From an optimization exercise on the open Yosys and OpenROAD flow, aimed at small area; shortcuts taken in it are not production practice. At most, simulation tests tie the RTL to the original design; equivalence was not proved. No functional check of the RTL was part of run 2. Power figures rest on the tool's default switching activity, not on a simulated workload.

**flow/config.mk**
```make
export PLATFORM = sky130hd
export DESIGN_NAME = ws2812_fade_source
export DESIGN_NICKNAME = ws2812_fade_source
export VERILOG_FILES = /design/flow/design.v
export SDC_FILE = /design/flow/constraint.sdc
export NUM_CORES = 4
export LEC_CHECK = 0
export CAP_MARGIN = 20
export CORE_MARGIN = 2
export CORE_UTILIZATION = 30
export GPL_ROUTABILITY_DRIVEN = 1
export PLACE_DENSITY = 0.4
export SLEW_MARGIN = 20
```
**flow/constraint.sdc**
```tcl
create_clock -name core_clock -period 10.0 [get_ports {CLK}]
set_input_delay 2.0000 -clock core_clock [delete_from_list [all_inputs] [get_ports {CLK}]]
set_output_delay 2.0000 -clock core_clock [all_outputs]
set_load 0.01 [all_outputs]
```
**flow/run.sh**
```bash
#!/bin/bash
# synth_recipe.tcl (not shown) runs the flow's synth.tcl, then flattens the netlist and writes it again
# the make line also repeats each setting of config.mk as NAME=value (left out here)
make -C /OpenROAD-flow-scripts/flow DESIGN_CONFIG=/design/flow/config.mk WORK_HOME=/design/flow/orfs CLKGATE_MAP_FILE= SYNTH_SCRIPT=/design/flow/synth_recipe.tcl finish
```
**flow/design.v**
```verilog
package ws2812_fade_source_pkg;
  typedef enum logic [1:0] {
    ST_GAP    = 2'd0,
    ST_SEND   = 2'd1,
    ST_TAIL   = 2'd2,
    ST_UPDATE = 2'd3
  } state_t;
  localparam int CH_G       = 0;
  localparam int CH_R       = 1;
  localparam int CH_B       = 2;
  localparam int CH_PER_LED = 3;
endpackage
module fade_step (
  input  logic [7:0] cur,
  input  logic [7:0] tgt,
  input  logic [7:0] random,
  output logic [7:0] cur_next,
  output logic [7:0] tgt_next,
  output logic       load
);
  always_comb begin
    cur_next = cur;
    tgt_next = tgt;
    load     = 1'b0;
    if (cur < tgt) begin
      cur_next = cur + 8'd1;
    end else if (cur > tgt) begin
      cur_next = cur - 8'd1;
    end else begin
      tgt_next = random;
      load     = 1'b1;
    end
  end
endmodule
module ws2812_fade_source #(
  parameter int LED_COUNT  = 16,
  parameter int FADE_DIV   = 4,
  parameter int GAP_CYCLES = 1000
) (
  input  logic       CLK,
  input  logic       RST,
  input  logic [7:0] random,
  input  logic       data_request,
  output logic       trigger,
  output logic [7:0] data,
  output logic       more_data
);
  localparam int NBYTES = ws2812_fade_source_pkg::CH_PER_LED * LED_COUNT;
  localparam int IDX_W  = (NBYTES > 1) ? $clog2(NBYTES) : 1;
  localparam int GAP_W  = (GAP_CYCLES > 1) ? $clog2(GAP_CYCLES + 1) : 1;
  localparam logic [IDX_W-1:0] IDX_LAST  = IDX_W'(NBYTES - 1);
  localparam logic [GAP_W-1:0] GAP_LAST  = GAP_W'(GAP_CYCLES - 1);
  localparam logic [7:0]       FDIV_LAST = 8'(FADE_DIV - 1);
  ws2812_fade_source_pkg::state_t           state, state_next;
  logic [IDX_W-1:0] idx, idx_next;
  logic [7:0]       fdiv, fdiv_next;
  logic [GAP_W-1:0] gap_cnt, gap_cnt_next;
  logic [7:0] cur [NBYTES];
  logic [7:0] tgt [NBYTES];
  logic [7:0] upd_cur;
  logic [7:0] upd_tgt;
  logic       upd_load;
  logic       upd_en;
  fade_step u_fade_step (
    .cur      (cur[idx]),
    .tgt      (tgt[idx]),
    .random   (random),
    .cur_next (upd_cur),
    .tgt_next (upd_tgt),
    .load     (upd_load)
  );
  always_comb begin
    state_next   = state;
    idx_next     = idx;
    fdiv_next    = fdiv;
    gap_cnt_next = gap_cnt;
    upd_en       = 1'b0;
    case (state)
      ws2812_fade_source_pkg::ST_GAP: begin
        if (gap_cnt == GAP_LAST) begin
          state_next   = ws2812_fade_source_pkg::ST_SEND;
          idx_next     = '0;
          gap_cnt_next = '0;
        end else begin
          gap_cnt_next = gap_cnt + GAP_W'(1);
        end
      end
      ws2812_fade_source_pkg::ST_SEND: begin
        if (data_request) begin
          if (idx == IDX_LAST) begin
            state_next = ws2812_fade_source_pkg::ST_TAIL;
          end else begin
            idx_next = idx + IDX_W'(1);
          end
        end
      end
      ws2812_fade_source_pkg::ST_TAIL: begin
        if (data_request) begin
          if (fdiv == FDIV_LAST) begin
            fdiv_next  = '0;
            idx_next   = '0;
            state_next = ws2812_fade_source_pkg::ST_UPDATE;
          end else begin
            fdiv_next  = fdiv + 8'd1;
            state_next = ws2812_fade_source_pkg::ST_GAP;
          end
        end
      end
      ws2812_fade_source_pkg::ST_UPDATE: begin
        upd_en = 1'b1;
        if (idx == IDX_LAST) begin
          state_next = ws2812_fade_source_pkg::ST_GAP;
        end else begin
          idx_next = idx + IDX_W'(1);
        end
      end
      default: state_next = ws2812_fade_source_pkg::ST_GAP;
    endcase
  end
  always_ff @(posedge CLK or posedge RST) begin
    if (RST) begin
      state     <= ws2812_fade_source_pkg::ST_GAP;
      idx       <= '0;
      fdiv      <= '0;
      gap_cnt   <= '0;
      trigger   <= 1'b0;
      more_data <= 1'b0;
      data      <= 8'h00;
    end else begin
      state     <= state_next;
      idx       <= idx_next;
      fdiv      <= fdiv_next;
      gap_cnt   <= gap_cnt_next;
      trigger   <= (state_next == ws2812_fade_source_pkg::ST_SEND);
      more_data <= (state_next == ws2812_fade_source_pkg::ST_SEND);
      data      <= (state_next == ws2812_fade_source_pkg::ST_SEND) ? cur[idx_next] : 8'h00;
    end
  end
  always_ff @(posedge CLK or posedge RST) begin
    if (RST) begin
      for (int i = 0; i < NBYTES; i++) begin
        cur[i] <= 8'h00;
        tgt[i] <= 8'h00;
      end
    end else if (upd_en) begin
      cur[idx] <= upd_cur;
      if (upd_load) begin
        tgt[idx] <= upd_tgt;
      end
    end
  end
endmodule
```
==> results of run 1 <==
[power groups by stage]
| stage | registers (µW) | logic, µW | clock network [µW] |
|---|---|---|---|
| final | 5010 | 8070 | 3590 |
| after global routing | 5020 | 8270 | 3790 |
| after CTS | 4960 | 7830 | 3660 |
| after detailed placement | 5010 | 7820 | 0 |
| after global placement | 5010 | 7850 | 0 |
| after floorplan | 4360 | 4430 | 0 |
[cell usage in the layout (no fill, tap or decap), drive strengths merged, types with 8 or more instances in the layout]
master / synthesis / layout
xnor2: 13 / 13
o31ai: 51 / 51
a32oi: 15 / 15
nand3: 107 / 107
inv: 20 / 24
nand3b: 9 / 9
a32o: 10 / 10
o21ai: 327 / 327
a2111oi: 20 / 20
mux2i: 36 / 36
ha: 16 / 16
a211oi: 17 / 17
o22ai: 24 / 24
nor4: 18 / 18
nor3: 31 / 31
a22oi: 289 / 289
nand4: 71 / 71
clkbuf: 214 / 147
a21o: 8 / 8
nand2b: 8 / 8
nand2: 515 / 515
a221oi: 45 / 45
a21oi: 43 / 43
nor2: 131 / 131
buf: 76 / 166
and3: 41 / 41
a222oi: 30 / 30
a31oi: 27 / 27
o211ai: 12 / 12
clkdlybuf4s50: 0 / 12
clkinv: 1 / 21
a22o: 46 / 46
or4: 9 / 9
nor2b: 15 / 15
mux2: 438 / 438
dfrtp: 803 / 803
[through the flow]
step	std cells	setup slack, ns	total power, µW
after floorplan	3656	-3.02	8790
after global placement	5286	2.40	12900
after detailed placement	5286	2.52	12800
after CTS	5460	2.47	16400
after global routing	5462	2.13	17100
final	5462	2.16	16700
[flip-flops by register name, summed over array words and instances (netlist names)]
name and flops:
cur 384, data 8, fdiv 8, gap_cnt 10, idx 6, more_data 1
state 2, tgt 384
[final cells by class]
cell class | instances | area [µm²] | share of cell area
Sequential cell | 803 | 20100 | 0.446
Tap cell | 1742 | 2180 | 0.0483
Inverter | 21 | 82.6 | 0.00183
Timing Repair Buffer | 180 | 1450 | 0.0321
Clock buffer | 145 | 2830 | 0.0627
Clock inverter | 29 | 360 | 0.00799
Multi-Input combinational cell | 2542 | 18100 | 0.402
[path summary, 6_finish.rpt]
| check | start | endpoint | slack [ns] | cells after the start |
|---|---|---|---|---|
| max in group asynchronous | RST | tgt[20][4] | 6.04 | 4 |
| max | idx[1] | tgt[4][2] | 2.16 | 18 |
| max reg2reg | idx[1] | tgt[4][2] | 2.16 | 18 |
| min reg2reg | fdiv[7] | fdiv[7] | 0.48 | 1 |
| min | fdiv[7] | fdiv[7] | 0.48 | 1 |
| min in group asynchronous | RST | tgt[36][6] | 1.85 | 2 |
[per-layer routing]
| metal | routed length (µm) | GRT usage | vias to the layer above |
|---|---|---|---|
| li1 | - | - | 13674 |
| met1 | 86700 | 0.396 | 17319 |
| met2 | 101000 | 0.518 | 1830 |
| met3 | 16400 | 0.0740 | 748 |
| met4 | 19400 | 0.228 | 16 |
| met5 | 103 | 0 | - |
[logic make-up after synthesis]
family          after synthesis
xor+xnor                     19
flops                       803
simple gates               1006
mux                         474
fa+ha+maj                    16
buf+inv                     311
compound gates             1027
==> flow_metrics.py, run 1 <==
metrics = {
    "placed_design": {
        "postPlaceCellArea_mm2": 0.0419,
        "place.port_buffers": 20,
        "dpl.hpwl_mm": 156,
        "gp_routability_congestion": 1.05,
    },
    "logic_synthesis": {
        "synthMostInstantiatedCell": "dfrtp_1",
        "dominant_combinational_cell_family_by_area_after_synthesis": "compound AO/OA/AOI/OAI gates",
        "synth_commonest_cells": "803 x dfrtp_1, 515 x nand2_1, 437 x mux2_2, 301 x o21ai_0, 289 x a22oi_1",
        "net_count_of_the_mapped_netlist": 3683,
        "muxShareOfSynthArea": 0.135,
        "post_synth_inst_count": 3656,
        "synth_top_area_cells": "dfrtp_1 51%, mux2_2 13%, a22oi_1 5.5%",
        "simple_gate_fraction_of_synth_area": 0.120,
        "synthesis.area_mm2": 0.0393,
        "synth_cell_type_count": 102,
        "compound_gate_portion_of_the_synthesized_area": 0.189,
        "synth_ff_type": "dfrtp_1",
        "yosysSeqAreaShare": 0.511,
        "share_of_the_synthesized_area_in_the_top_cell_type": 0.511,
        "leading_area_contributor_after_synthesis": "dfrtp_1",
        "synth_enable_flop_cells": 0,
        "synth_xor_area_frac": 0.00442,
        "synth_async_sr_flop_share": 1.00,
        "ys_warn_count": 6,
        "synth_adder_area_share": 0.00509,
        "post_synthesis_area_per_instance_um2": 10.8,
        "postSynthRegisterBits": 803,
    },
    "drt": {
        "detail_route.vias_per_cell": 6.15,
        "drt-total-wl_mm": 224,
        "detailed_routing_iteration_count_for_the_pre_antenna_repair_pass": 8,
        "remaining_design_rule_violation_count": 0,
        "detail_route.iter0.violations": 4145,
        "routed-via-count": 33587,
        "routed_wire_length_per_instance_um": 41.0,
        "number_of_antenna_violating_nets_in_the_routed_design": 0,
    },
    "timing": {
        "timing.fmax_ghz": 0.128,
        "finalCritPeriodShare": 0.784,
        "tns_ns": 0,
        "setup-violations-final": 0,
        "relSlewSlack": 0.130,
        "finalClockSkew_ns": 0.0719,
        "timing_worst_slew_pin_value_ns": 1.30,
        "finalHoldWorstSlack_ns": 0.477,
        "timing.final.max_slew_violations": 0,
        "grt_setup_unrepaired": "no",
        "timing.final.crit_period_ns": 7.84,
        "final-hold-violation-count": 0,
    },
    "grt": {
        "number_of_antenna_violations_at_the_first_check_in_global_routing": 12,
        "grt_residual_overflow": 0,
        "first_pass_grt_wire_length_mm": 301,
        "grt_pass1_vias": 32834,
        "grt_max_degree": 166,
        "grtUsageTotal": 0.328,
    },
    "worst_setup_path": {
        "setup.worst_path.end_class": "flop",
        "critical_path.slowest_cell": "nor2b_2",
        "crit_fanout": 23,
        "timing.critical_path.required_ns": 10.62,
        "path_class": "reg2reg",
        "crit_path_max_incr_delay_ns": 1.08,
        "worstPathArrival_ns": 8.46,
        "cp_num_buf_inv": 4,
        "worstPathCellList": "inv_1 -> ha_1 -> nor2b_2 -> o211ai_1 -> o211ai_1 -> a2111o_1 -> or2_1 -> mux2i_1 -> inv_1 -> ha_1 -> nand4_1 -> a21oi_1 -> a211oi_1 -> buf_4 -> nor2_4 -> buf_4 -> nand3_1 -> mux2_2",
        "worst_path_dominant_cell_family": "simple AND/OR/NAND/NOR gates",
        "critical_path.startpoint_type": "flop",
    },
    "die": {
        "floorplan.io_pins": 21,
        "floorplan.initialDensity": 0.303,
        "chipWidth_um": 366,
        "floorplan.die_area_mm2": 0.134,
        "placementRows": 132,
        "chipHeight_um": 366,
        "placeableCoreArea_mm2": 0.130,
    },
    "cts": {
        "ctsResizeCount": 0,
        "hold_bufs_inserted_after_cts": 0,
        "number_of_sinks_on_the_clock_net": 803,
        "cts_h_tree_lvls": 3,
        "clkTransAtPathRegs_ns": 0.06,
        "cts_made_buffers": 97,
        "root_buffer": "clkbuf_16",
        "clock_tree.buffer_depth": 3,
        "clkLatencyLatePin_ns": 0.76,
        "cts_tree": "built",
        "post_cts.repair.setup_buffers": 0,
    },
    "power": {
        "leakage_uw": 0.0184,
        "clockPowerShare": 0.215,
        "seq_power_share": 0.301,
        "cellPowerDensity_mw_per_mm2": 369,
        "ir_drop_mv": 0.613,
        "power_frac_comb": 0.484,
        "switching_fraction": 0.537,
        "internal-power_uw": 7730,
        "power_switching_uw": 8940,
    },
    "worst_hold_path": {
        "hold_path_class": "reg2reg",
    },
    "finish": {
        "nets": 3672,
        "utilization": 0.348,
        "syn2layout_area_growth_pct": 14.8,
        "post_route_cells_drive_above_1_share": 0.241,
        "diodes": 0,
        "layout_cell_area_excl_fill_mm2": 0.0451,
        "fill_cells": 13295,
    },
    "run": {
        "max_cap_violations": 0,
    },
    "run_status": {
        "outcome": "complete, no violations",
    },
}
==> run 2, diff against run 1 <==
==> flow/design.v (replaced) <==
package ws2812_fade_source_pkg;
  typedef enum logic [1:0] {
    ST_GAP    = 2'd0,
    ST_SEND   = 2'd1,
    ST_TAIL   = 2'd2,
    ST_UPDATE = 2'd3
  } state_t;
  localparam int CH_G       = 0;
  localparam int CH_R       = 1;
  localparam int CH_B       = 2;
  localparam int CH_PER_LED = 3;
endpackage
module fade_step (
  input  logic [7:0] cur,
  input  logic [7:0] tgt,
  input  logic [7:0] random,
  input  logic       en,
  input  logic       fresh,
  output logic [7:0] cur_next,
  output logic [7:0] tgt_next
);
  logic       up, eq, step, load;
  logic [7:0] flip;
  assign up   = cur < tgt;
  assign eq   = cur == tgt;
  assign step = en && !eq;
  assign load = en && (eq || fresh);
  always_comb begin
    flip[0] = 1'b1;
    for (int i = 1; i < 8; i++) flip[i] = flip[i-1] && (cur[i-1] == up);
  end
  assign cur_next = fresh ? 8'h00 : (cur ^ (flip & {8{step}}));
  assign tgt_next = load ? random : tgt;
endmodule
module ws2812_fade_source #(
  parameter int LED_COUNT  = 16,
  parameter int FADE_DIV   = 4,
  parameter int GAP_CYCLES = 1000
) (
  input  logic       CLK,
  input  logic       RST,
  input  logic [7:0] random,
  input  logic       data_request,
  output logic       trigger,
  output logic [7:0] data,
  output logic       more_data
);
  localparam int NBYTES = ws2812_fade_source_pkg::CH_PER_LED * LED_COUNT;
  localparam int CNT_W  = $clog2(((GAP_CYCLES > NBYTES) ? GAP_CYCLES : NBYTES) + 1);
  localparam int FDIV_W = (FADE_DIV > 1) ? $clog2(FADE_DIV) : 1;
  localparam logic [CNT_W-1:0]  GAP_LAST  = CNT_W'(GAP_CYCLES - 1);
  localparam logic [CNT_W-1:0]  IDX_LAST  = CNT_W'(NBYTES - 1);
  localparam logic [FDIV_W-1:0] FDIV_LAST = FDIV_W'(FADE_DIV - 1);
  logic send, tail, upd;
  logic fresh;
  logic [CNT_W-1:0]  cnt;
  logic [FDIV_W-1:0] fdiv;
  logic [7:0] cur [NBYTES];
  logic [7:0] tgt [NBYTES];
  logic       gap;
  logic       inc;
  logic       last;
  logic       rot;
  logic [7:0] cur_in, tgt_in;
  function automatic logic ones_of(input logic [CNT_W-1:0] v, input logic [CNT_W-1:0] c);
    ones_of = ((v & c) == c);
  endfunction
  assign gap  = !(send || tail || upd);
  assign rot  = upd || (send && data_request);
  assign inc  = gap || rot;
  assign last = gap ? ones_of(cnt, GAP_LAST) : ones_of(cnt, IDX_LAST);
  fade_step u_fade_step (
    .cur      (cur[0]),
    .tgt      (tgt[0]),
    .random   (random),
    .en       (upd),
    .fresh    (fresh),
    .cur_next (cur_in),
    .tgt_next (tgt_in)
  );
  always_ff @(posedge CLK or posedge RST) begin
    if (RST) begin
      send  <= 1'b0;
      tail  <= 1'b0;
      upd   <= 1'b0;
      fresh <= 1'b1;
      cnt   <= '0;
      fdiv  <= '0;
    end else begin
      if (inc) begin
        cnt <= last ? '0 : cnt + CNT_W'(1);
      end
      if (gap && last) begin
        send <= 1'b1;
      end
      if (send && data_request && last) begin
        send <= 1'b0;
        tail <= 1'b1;
      end
      if (tail && data_request) begin
        tail <= 1'b0;
        fdiv <= (fdiv == FDIV_LAST) ? '0 : fdiv + FDIV_W'(1);
        if (fdiv == FDIV_LAST) upd <= 1'b1;
      end
      if (upd && last) begin
        upd   <= 1'b0;
        fresh <= 1'b0;
      end
    end
  end
  always_ff @(posedge CLK) begin
    if (rot) begin
      for (int i = 0; i < NBYTES - 1; i++) begin
        cur[i] <= cur[i+1];
        tgt[i] <= tgt[i+1];
      end
      cur[NBYTES-1] <= cur_in;
      tgt[NBYTES-1] <= tgt_in;
    end
  end
  assign trigger   = send;
  assign more_data = send;
  assign data      = cur[0] & {8{send && !fresh}};
endmodule
--- a/flow/config.mk
+++ b/flow/config.mk
@@ -7,7 +7,10 @@
 export LEC_CHECK = 0
 export CAP_MARGIN = 20
 export CORE_MARGIN = 2
-export CORE_UTILIZATION = 30
+export CORE_UTILIZATION = 65
+export CTS_BUF_LIST = sky130_fd_sc_hd__clkbuf_16
+export CTS_CLUSTER_DIAMETER = 100
+export CTS_CLUSTER_SIZE = 35
 export GPL_ROUTABILITY_DRIVEN = 1
-export PLACE_DENSITY = 0.4
+export PLACE_DENSITY = 0.75
 export SLEW_MARGIN = 20
==> run 2 against run 1 <==
Effect of this change:
- wire length decreased by 87%
- total power fell by 69%
- synthesized cell count is 74% lower
- cell area fell by 42%
- sequential share of layout area rose by 45 points
- clock power decreased by 63%
- cell count is 72% lower
- first-iteration DRC count fell by 80%
- critical path depth shrank 13
- non-clock buffer count fell by 151
- area after synthesis decreased by 37%
- critical path type is now in2reg
- largest power group is now registers
- highest routed layer is now met4
==> flow_metrics.py, run 2 <==
metrics = {
    "drt": {
        "drt-total-wl_mm": 28.6,
        "detailed_routing_iteration_count_for_the_pre_antenna_repair_pass": 7,
        "routed-via-count": 8302,
        "detail_route.vias_per_cell": 5.40,
        "number_of_antenna_violating_nets_in_the_routed_design": 0,
        "remaining_design_rule_violation_count": 0,
        "routed_wire_length_per_instance_um": 18.6,
        "detail_route.iter0.violations": 841,
    },
    "placed_design": {
        "postPlaceCellArea_mm2": 0.0255,
        "dpl.hpwl_mm": 13.8,
        "gp_routability_congestion": 0.759,
        "place.port_buffers": 20,
    },
    "cts": {
        "hold_bufs_inserted_after_cts": 0,
        "cts_tree": "built",
        "clkLatencyLatePin_ns": 0.58,
        "cts_h_tree_lvls": 1,
        "root_buffer": "clkbuf_16",
        "clkTransAtPathRegs_ns": 0.12,
        "clock_tree.buffer_depth": 3,
        "ctsResizeCount": 0,
        "number_of_sinks_on_the_clock_net": 784,
        "cts_made_buffers": 26,
        "post_cts.repair.setup_buffers": 0,
    },
    "worst_setup_path": {
        "path_class": "in2reg",
        "reg2reg_setup_slack_ns": 6.50,
        "crit_fanout": 146,
        "worstPathArrival_ns": 5.13,
        "critical_path.startpoint_type": "input pin",
        "timing.critical_path.required_ns": 10.23,
        "setup.worst_path.end_class": "flop",
    },
    "power": {
        "cellPowerDensity_mw_per_mm2": 194,
        "ir_drop_mv": 0.173,
        "leakage_uw": 0.00727,
    },
    "grt": {
        "first_pass_grt_wire_length_mm": 43.0,
        "grtUsageTotal": 0.143,
        "grt_residual_overflow": 0,
        "grt_max_degree": 239,
        "number_of_antenna_violations_at_the_first_check_in_global_routing": 1,
        "grt_pass1_vias": 7787,
    },
    "finish": {
        "layout.cells.most_common": "edfxtp_1",
        "diodes": 0,
        "nets": 1027,
        "fill_cells": 2147,
        "layout_cell_area_excl_fill_mm2": 0.0263,
        "reg_top3": "cur x384, tgt x384, cnt x10",
        "post_route_cells_drive_above_1_share": 0.0517,
        "syn2layout_area_growth_pct": 6.89,
        "layout.cells.most_common_list": "768 x edfxtp_1, 30 x inv_1, 27 x clkbuf_16, 20 x clkdlybuf4s50_1, 16 x nand2_1",
    },
    "timing": {
        "finalCritPeriodShare": 0.491,
        "final-hold-violation-count": 0,
        "timing.final.crit_period_ns": 4.91,
        "relSlewSlack": 0.321,
        "timing.final.max_slew_violations": 0,
        "grt_setup_unrepaired": "no",
        "finalClockSkew_ns": 0.0188,
        "timing.fmax_ghz": 0.204,
        "setup-violations-final": 0,
        "tns_ns": 0,
        "timing_worst_slew_pin_value_ns": 1.02,
    },
    "logic_synthesis": {
        "synth_async_sr_flop_share": 0.0204,
        "yosysSeqAreaShare": 0.952,
        "synth_commonest_cells": "768 x edfxtp_1, 16 x nand2_1, 15 x dfrtp_1, 14 x o21ai_1",
        "synth_ff_type": "edfxtp_1",
        "net_count_of_the_mapped_netlist": 976,
        "synth_top_area_cells": "edfxtp_1 94%, dfrtp_1 1.5%, mux2_1 0.59%",
        "synth_enable_flop_cells": 768,
        "synthesis.area_mm2": 0.0246,
        "leading_area_contributor_after_synthesis": "edfxtp_1",
        "synth_cell_type_count": 47,
        "post_synth_inst_count": 955,
        "share_of_the_synthesized_area_in_the_top_cell_type": 0.936,
        "postSynthRegisterBits": 784,
        "ys_warn_count": 6,
        "post_synthesis_area_per_instance_um2": 25.8,
        "synthMostInstantiatedCell": "edfxtp_1",
    },
    "die": {
        "floorplan.die_area_mm2": 0.0395,
        "chipWidth_um": 199,
        "placeableCoreArea_mm2": 0.0375,
        "floorplan.io_pins": 21,
        "placementRows": 71,
        "chipHeight_um": 199,
        "floorplan.initialDensity": 0.657,
    },
    "run": {
        "max_cap_violations": 0,
    },
    "worst_hold_path": {
        "hold_path_class": "reg2reg",
    },
    "run_status": {
        "outcome": "complete, no violations",
    },
}
## run 2: changes by cell type in the layout (fill, tap and decap cells not counted), moves of 37 or more
cell       previous run  this run
dfrtp_1             799        15
a22o_1               46         0
nand3_1             107         7
nand4_1              70         1
o21ai_0             301         3
nor2_1               88        13
clkbuf_16            97        27
mux2_2              437         1
buf_4               151         7
a22oi_1             289         0
nand2_1             515        16
and3_1               41         4
edfxtp_1              0       768
a221oi_1             45         0
## run 2: stage by stage
stage / hold slack (ns) / worst slack (ns) / power [µW] / cells / util
final: 0.416 / 5.09 / 5120 / 1537 / 0.703
after global routing: 0.414 / 4.84 / 5280 / 1537 / 0.703
after CTS: 0.419 / 5.18 / 5180 / 1536 / 0.702
after detailed placement: 0.405 / 4.51 / 3850 / 1488 / 0.681
after global placement: 0.400 / 4.62 / 3850 / 1488 / 0.681
after floorplan: 0.400 / 1.37 / 3840 / 955 / -
## run 2: layer usage
metal | part of all wire | global-route usage | vias up
li1 | - | - | 3885
met1 | 0.52 | 0.238 | 4272
met2 | 0.44 | 0.210 | 117
met3 | 0.029 | 0.0178 | 28
met4 | 0.019 | 0.0312 | 0
met5 | 0 | 0 | -
## run 2: report_power, final
part	leakage [µW]	internal (µW)	switching [µW]
combinational	0.000597	17.0	67.8
clock	0.000451	505	836
sequential	0.00622	3670	22.7
total	0.00727	4190	927
## run 2: worst paths after layout
kind | start | endpoint | depth (start not counted)
worst max-delay path | data_request | tgt[27][3] | 5
worst min-delay path | tgt[40][4] | tgt[39][4] | 0
worst max register to register | send | tgt[27][3] | 4
worst min register to register | tgt[40][4] | tgt[39][4] | 0
max in group asynchronous | RST | fdiv[1] | 2
min in group asynchronous | RST | cnt[8] | 2
## run 2: area by class of cell
type	instances	area [µm²]	area share
Clock buffer	27	676	0.0256
Clock inverter	21	105	0.00399
Inverter	10	37.5	0.00142
Multi-Input combinational cell	155	1120	0.0426
Sequential cell	784	23500	0.891
Tap cell	511	639	0.0243
Timing Repair Buffer	29	300	0.0114
## run 2: worst max-delay path, stage by stage
cell             delay, ns
clkdlybuf4s50_1       0.60
a21o_4                0.64
buf_4                 0.72
buf_12                0.46
buf_16                0.51
## run 2: cell families (layout without fill, tap and decap cells)
| group | count (synthesis) | count (layout) | share of synthesized area |
|---|---|---|---|
| xor+xnor | 2 | 2 | 0.000711 |
| simple gates | 80 | 80 | 0.0192 |
| compound gates | 46 | 46 | 0.0124 |
| mux | 17 | 17 | 0.00782 |
| fa+ha+maj | 10 | 10 | 0.00508 |
| flops | 784 | 784 | 0.952 |
| buf+inv | 16 | 87 | 0.00274 |
==> run 3, diff against run 2 <==
--- a/flow/design.v
+++ b/flow/design.v
@@ -19,18 +19,22 @@
   output logic [7:0] cur_next,
   output logic [7:0] tgt_next
 );
-  logic       up, eq, step, load;
-  logic [7:0] flip;
-  assign up   = cur < tgt;
-  assign eq   = cur == tgt;
-  assign step = en && !eq;
-  assign load = en && (eq || fresh);
   always_comb begin
-    flip[0] = 1'b1;
-    for (int i = 1; i < 8; i++) flip[i] = flip[i-1] && (cur[i-1] == up);
+    cur_next = cur;
+    tgt_next = tgt;
+    if (fresh) begin
+      cur_next = 8'h00;
+      if (en) tgt_next = random;
+    end else if (en) begin
+      if (cur < tgt) begin
+        cur_next = cur + 8'd1;
+      end else if (cur > tgt) begin
+        cur_next = cur - 8'd1;
+      end else begin
+        tgt_next = random;
+      end
+    end
   end
-  assign cur_next = fresh ? 8'h00 : (cur ^ (flip & {8{step}}));
-  assign tgt_next = load ? random : tgt;
 endmodule
 module ws2812_fade_source #(
   parameter int LED_COUNT  = 16,
@@ -58,17 +62,12 @@
   logic [7:0] cur [NBYTES];
   logic [7:0] tgt [NBYTES];
   logic       gap;
-  logic       inc;
   logic       last;
   logic       rot;
   logic [7:0] cur_in, tgt_in;
-  function automatic logic ones_of(input logic [CNT_W-1:0] v, input logic [CNT_W-1:0] c);
-    ones_of = ((v & c) == c);
-  endfunction
   assign gap  = !(send || tail || upd);
+  assign last = gap ? (cnt == GAP_LAST) : (cnt == IDX_LAST);
   assign rot  = upd || (send && data_request);
-  assign inc  = gap || rot;
-  assign last = gap ? ones_of(cnt, GAP_LAST) : ones_of(cnt, IDX_LAST);
   fade_step u_fade_step (
     .cur      (cur[0]),
     .tgt      (tgt[0]),
@@ -87,24 +86,40 @@
       cnt   <= '0;
       fdiv  <= '0;
     end else begin
-      if (inc) begin
-        cnt <= last ? '0 : cnt + CNT_W'(1);
+      if (gap) begin
+        if (last) begin
+          send <= 1'b1;
+          cnt  <= '0;
+        end else begin
+          cnt <= cnt + CNT_W'(1);
+        end
       end
-      if (gap && last) begin
-        send <= 1'b1;
-      end
-      if (send && data_request && last) begin
-        send <= 1'b0;
-        tail <= 1'b1;
+      if (send && data_request) begin
+        if (last) begin
+          send <= 1'b0;
+          tail <= 1'b1;
+          cnt  <= '0;
+        end else begin
+          cnt <= cnt + CNT_W'(1);
+        end
       end
       if (tail && data_request) begin
         tail <= 1'b0;
-        fdiv <= (fdiv == FDIV_LAST) ? '0 : fdiv + FDIV_W'(1);
-        if (fdiv == FDIV_LAST) upd <= 1'b1;
+        if (fdiv == FDIV_LAST) begin
+          fdiv <= '0;
+          upd  <= 1'b1;
+        end else begin
+          fdiv <= fdiv + FDIV_W'(1);
+        end
       end
-      if (upd && last) begin
-        upd   <= 1'b0;
-        fresh <= 1'b0;
+      if (upd) begin
+        if (last) begin
+          upd   <= 1'b0;
+          fresh <= 1'b0;
+          cnt   <= '0;
+        end else begin
+          cnt <= cnt + CNT_W'(1);
+        end
       end
     end
   end
@@ -120,5 +135,5 @@
   end
   assign trigger   = send;
   assign more_data = send;
-  assign data      = cur[0] & {8{send && !fresh}};
+  assign data      = (send && !fresh) ? cur[0] : 8'h00;
 endmodule
==> flow/config.mk (replaced) <==
export PLATFORM = sky130hd
export DESIGN_NAME = ws2812_fade_source
export DESIGN_NICKNAME = ws2812_fade_source
export VERILOG_FILES = /design/flow/design.v
export SDC_FILE = /design/flow/constraint.sdc
export NUM_CORES = 4
export LEC_CHECK = 0
export CAP_MARGIN = 20
export CORE_MARGIN = 2
export CORE_UTILIZATION = 30
export GPL_ROUTABILITY_DRIVEN = 1
export PLACE_DENSITY = 0.4
export SLEW_MARGIN = 20
==> run 3 against run 2 <==
Effect of this change:
- still clean
- area after synthesis is essentially flat
- non-clock buffer count stayed put
- worst hold slack got worse by 0.018 ns
- synthesized cell count grew 0.21%
- critical path type unchanged
- critical endpoint is now tgt[10][2]
==> flow_metrics.py, run 3 <==
metrics = {
    "logic_synthesis": {
        "yosysSeqAreaShare": 0.952,
        "leading_area_contributor_after_synthesis": "edfxtp_1",
        "synth_async_sr_flop_share": 0.0204,
        "synth_ff_type": "edfxtp_1",
        "compound_gate_portion_of_the_synthesized_area": 0.00853,
        "ys_warn_count": 6,
        "synth_enable_flop_cells": 768,
        "synth_adder_area_share": 0.00609,
        "synthesis.area_mm2": 0.0246,
        "synth_cell_type_count": 48,
        "post_synth_inst_count": 957,
        "synth_top_area_cells": "edfxtp_1 94%, dfrtp_1 1.5%, mux2_2 0.64%",
        "postSynthRegisterBits": 784,
        "synthMostInstantiatedCell": "edfxtp_1",
        "simple_gate_fraction_of_synth_area": 0.0180,
        "post_synthesis_area_per_instance_um2": 25.8,
        "share_of_the_synthesized_area_in_the_top_cell_type": 0.936,
        "synth_xor_area_frac": 0.00178,
        "dominant_combinational_cell_family_by_area_after_synthesis": "simple AND/OR/NAND/NOR gates",
        "synth_commonest_cells": "768 x edfxtp_1, 18 x nand2_1, 18 x nor2_1, 15 x dfrtp_1, 14 x mux2_2",
        "net_count_of_the_mapped_netlist": 980,
        "muxShareOfSynthArea": 0.0105,
    },
    "timing": {
        "timing.fmax_ghz": 0.209,
        "relSlewSlack": 0.362,
        "finalCritPeriodShare": 0.479,
        "finalHoldWorstSlack_ns": 0.398,
        "tns_ns": 0,
        "final-hold-violation-count": 0,
        "timing_worst_slew_pin_value_ns": 0.957,
        "grt_setup_unrepaired": "no",
        "finalClockSkew_ns": 0.0241,
        "timing.final.max_slew_violations": 0,
        "timing.final.crit_period_ns": 4.79,
        "setup-violations-final": 0,
    },
    "worst_setup_path": {
        "worst_path_dominant_cell_family": "buffers and inverters",
        "worstPathCellList": "clkdlybuf4s50_1 -> a21o_4 -> buf_4 -> buf_12 -> buf_16",
        "path_class": "in2reg",
        "setup.worst_path.end_class": "flop",
        "crit_fanout": 142,
        "critical_path.startpoint_type": "input pin",
        "timing.critical_path.required_ns": 10.24,
        "critical_path.slowest_cell": "a21o_4",
        "crit_path_max_incr_delay_ns": 0.78,
        "cp_num_buf_inv": 4,
        "worstPathArrival_ns": 5.03,
    },
    "drt": {
        "drt-total-wl_mm": 32.5,
        "remaining_design_rule_violation_count": 0,
        "detail_route.vias_per_cell": 4.03,
        "detailed_routing_iteration_count_for_the_pre_antenna_repair_pass": 4,
        "routed-via-count": 8851,
        "number_of_antenna_violating_nets_in_the_routed_design": 0,
        "detail_route.iter0.violations": 719,
        "routed_wire_length_per_instance_um": 14.8,
    },
    "cts": {
        "cts_made_buffers": 84,
        "ctsResizeCount": 0,
        "post_cts.repair.setup_buffers": 0,
        "root_buffer": "clkbuf_16",
        "number_of_sinks_on_the_clock_net": 784,
        "clkLatencyLatePin_ns": 0.61,
        "cts_h_tree_lvls": 3,
        "cts_tree": "built",
        "hold_bufs_inserted_after_cts": 0,
        "clkTransAtPathRegs_ns": 0.05,
        "clock_tree.buffer_depth": 3,
    },
    "grt": {
        "grt_residual_overflow": 0,
        "number_of_antenna_violations_at_the_first_check_in_global_routing": 0,
        "grt_max_degree": 214,
        "grtUsageTotal": 0.0771,
        "first_pass_grt_wire_length_mm": 51.2,
        "grt_pass1_vias": 8836,
    },
    "die": {
        "chipWidth_um": 291,
        "placeableCoreArea_mm2": 0.0817,
        "floorplan.die_area_mm2": 0.0845,
        "chipHeight_um": 291,
        "floorplan.initialDensity": 0.302,
        "placementRows": 105,
        "floorplan.io_pins": 21,
    },
    "power": {
        "cellPowerDensity_mw_per_mm2": 224,
        "ir_drop_mv": 0.107,
        "leakage_uw": 0.00769,
    },
    "placed_design": {
        "place.port_buffers": 20,
        "dpl.hpwl_mm": 14.8,
        "gp_routability_congestion": 0.663,
    },
    "finish": {
        "layout.cells.most_common_list": "768 x edfxtp_1, 85 x clkbuf_16, 20 x clkinv_1, 20 x clkdlybuf4s50_1",
        "post_route_cells_drive_above_1_share": 0.127,
        "diodes": 0,
        "nets": 1088,
        "syn2layout_area_growth_pct": 17.2,
        "reg_top3": "cur x384, tgt x384, cnt x10",
        "layout.cells.most_common": "edfxtp_1",
    },
    "run_status": {
        "outcome": "complete, no violations",
    },
    "worst_hold_path": {
        "hold_path_class": "reg2reg",
    },
    "run": {
        "max_cap_violations": 0,
    },
}
==> run 3: worst paths after layout <==
check                      slack [ns]         start  depth (start not counted)         end
setup / recovery                 5.21  data_request                          5  tgt[10][2]
hold / removal                   0.40    cur[30][0]                          0  cur[29][0]
setup reg to reg                 6.67          send                          4  tgt[10][2]
hold reg to reg                  0.40    cur[30][0]                          0  cur[29][0]
max in group asynchronous        7.80           RST                          2      cnt[7]
min in group asynchronous        1.77           RST                          2        send
==> run 3: logic make-up (layout without fill, tap and decap cells) <==
kind of cell | Yosys count | in the layout
simple gates | 85 | 85
mux | 24 | 24
buf+inv | 18 | 187
xor+xnor | 5 | 5
fa+ha+maj | 12 | 12
flops | 784 | 784
compound gates | 29 | 29
==> run 3: where the power goes <==
group | switching, µW | internal (µW)
combinational | 2.42 | 3.47
sequential | 0 | 3550
clock | 1210 | 1710
==> run 3: per-layer routing <==
layer  global-route usage  vias to the layer above  wire (µm)
met4               0.0321                        0        932
met2               0.0977                      136      13100
met1                0.118                     4592      16800
met5                    0                        -          0
li1                     -                     4049          -
met3               0.0258                       74       1740
==> run 3: cell type report <==
class | instances | area, µm²
multi-input cells | 155 | 1110
clock inverters | 46 | 415
fillers | 7488 | 52800
well taps | 1070 | 1340
inverters | 11 | 41.3
clock buffers | 101 | 2190
flip-flops and latches | 784 | 23500
repair buffers | 29 | 325
==> run 3: metrics by stage <==
| step | instance area (µm²) | util | worst slack (ns) | power, µW | instances |
|---|---|---|---|---|---|
| after floorplan | 24700 | - | 1.63 | 3620 | 957 |
| after global placement | 26300 | 0.321 | 4.69 | 3630 | 2048 |
| after detailed placement | 26300 | 0.321 | 4.58 | 3630 | 2048 |
| after CTS | 28900 | 0.353 | 5.18 | 6610 | 2195 |
| after global routing | 28900 | 0.353 | 5.02 | 6750 | 2196 |
| final | 28900 | 0.353 | 5.21 | 6480 | 2196 |

[static timing again, ports no longer ideal]
Ports are ideal in the flow. The routed layouts listed here were re-timed in OpenROAD. Step 1, drivers: a clkbuf_16 drives CLK and a buf_2 each remaining input, both assumed. Step 2 times the ports against the registers' clock, not the clock port: input delays grow and output delays shrink by t, the midpoint of the rising clock arrivals with the driver on. Slacks: no drivers / after step 1 / after step 2; pairs: no drivers / after step 1.
run	shift t [ns]	slack for setup (ns)	hold WS [ns]
run 1	0.802	2.161 / 2.161 / 2.161	0.477 / 0.477 / 0.477
run 2	0.625	5.095 / 5.117 / 4.492	0.416 / 0.416 / 0.416
run 3	0.659	5.208 / 5.240 / 4.581	0.398 / 0.398 / 0.398
After both steps every run listed still meets setup and hold. For run 3, which loses most, drivers alone change the setup slack by +0.032 ns; drivers and shift together by -0.627 ns.
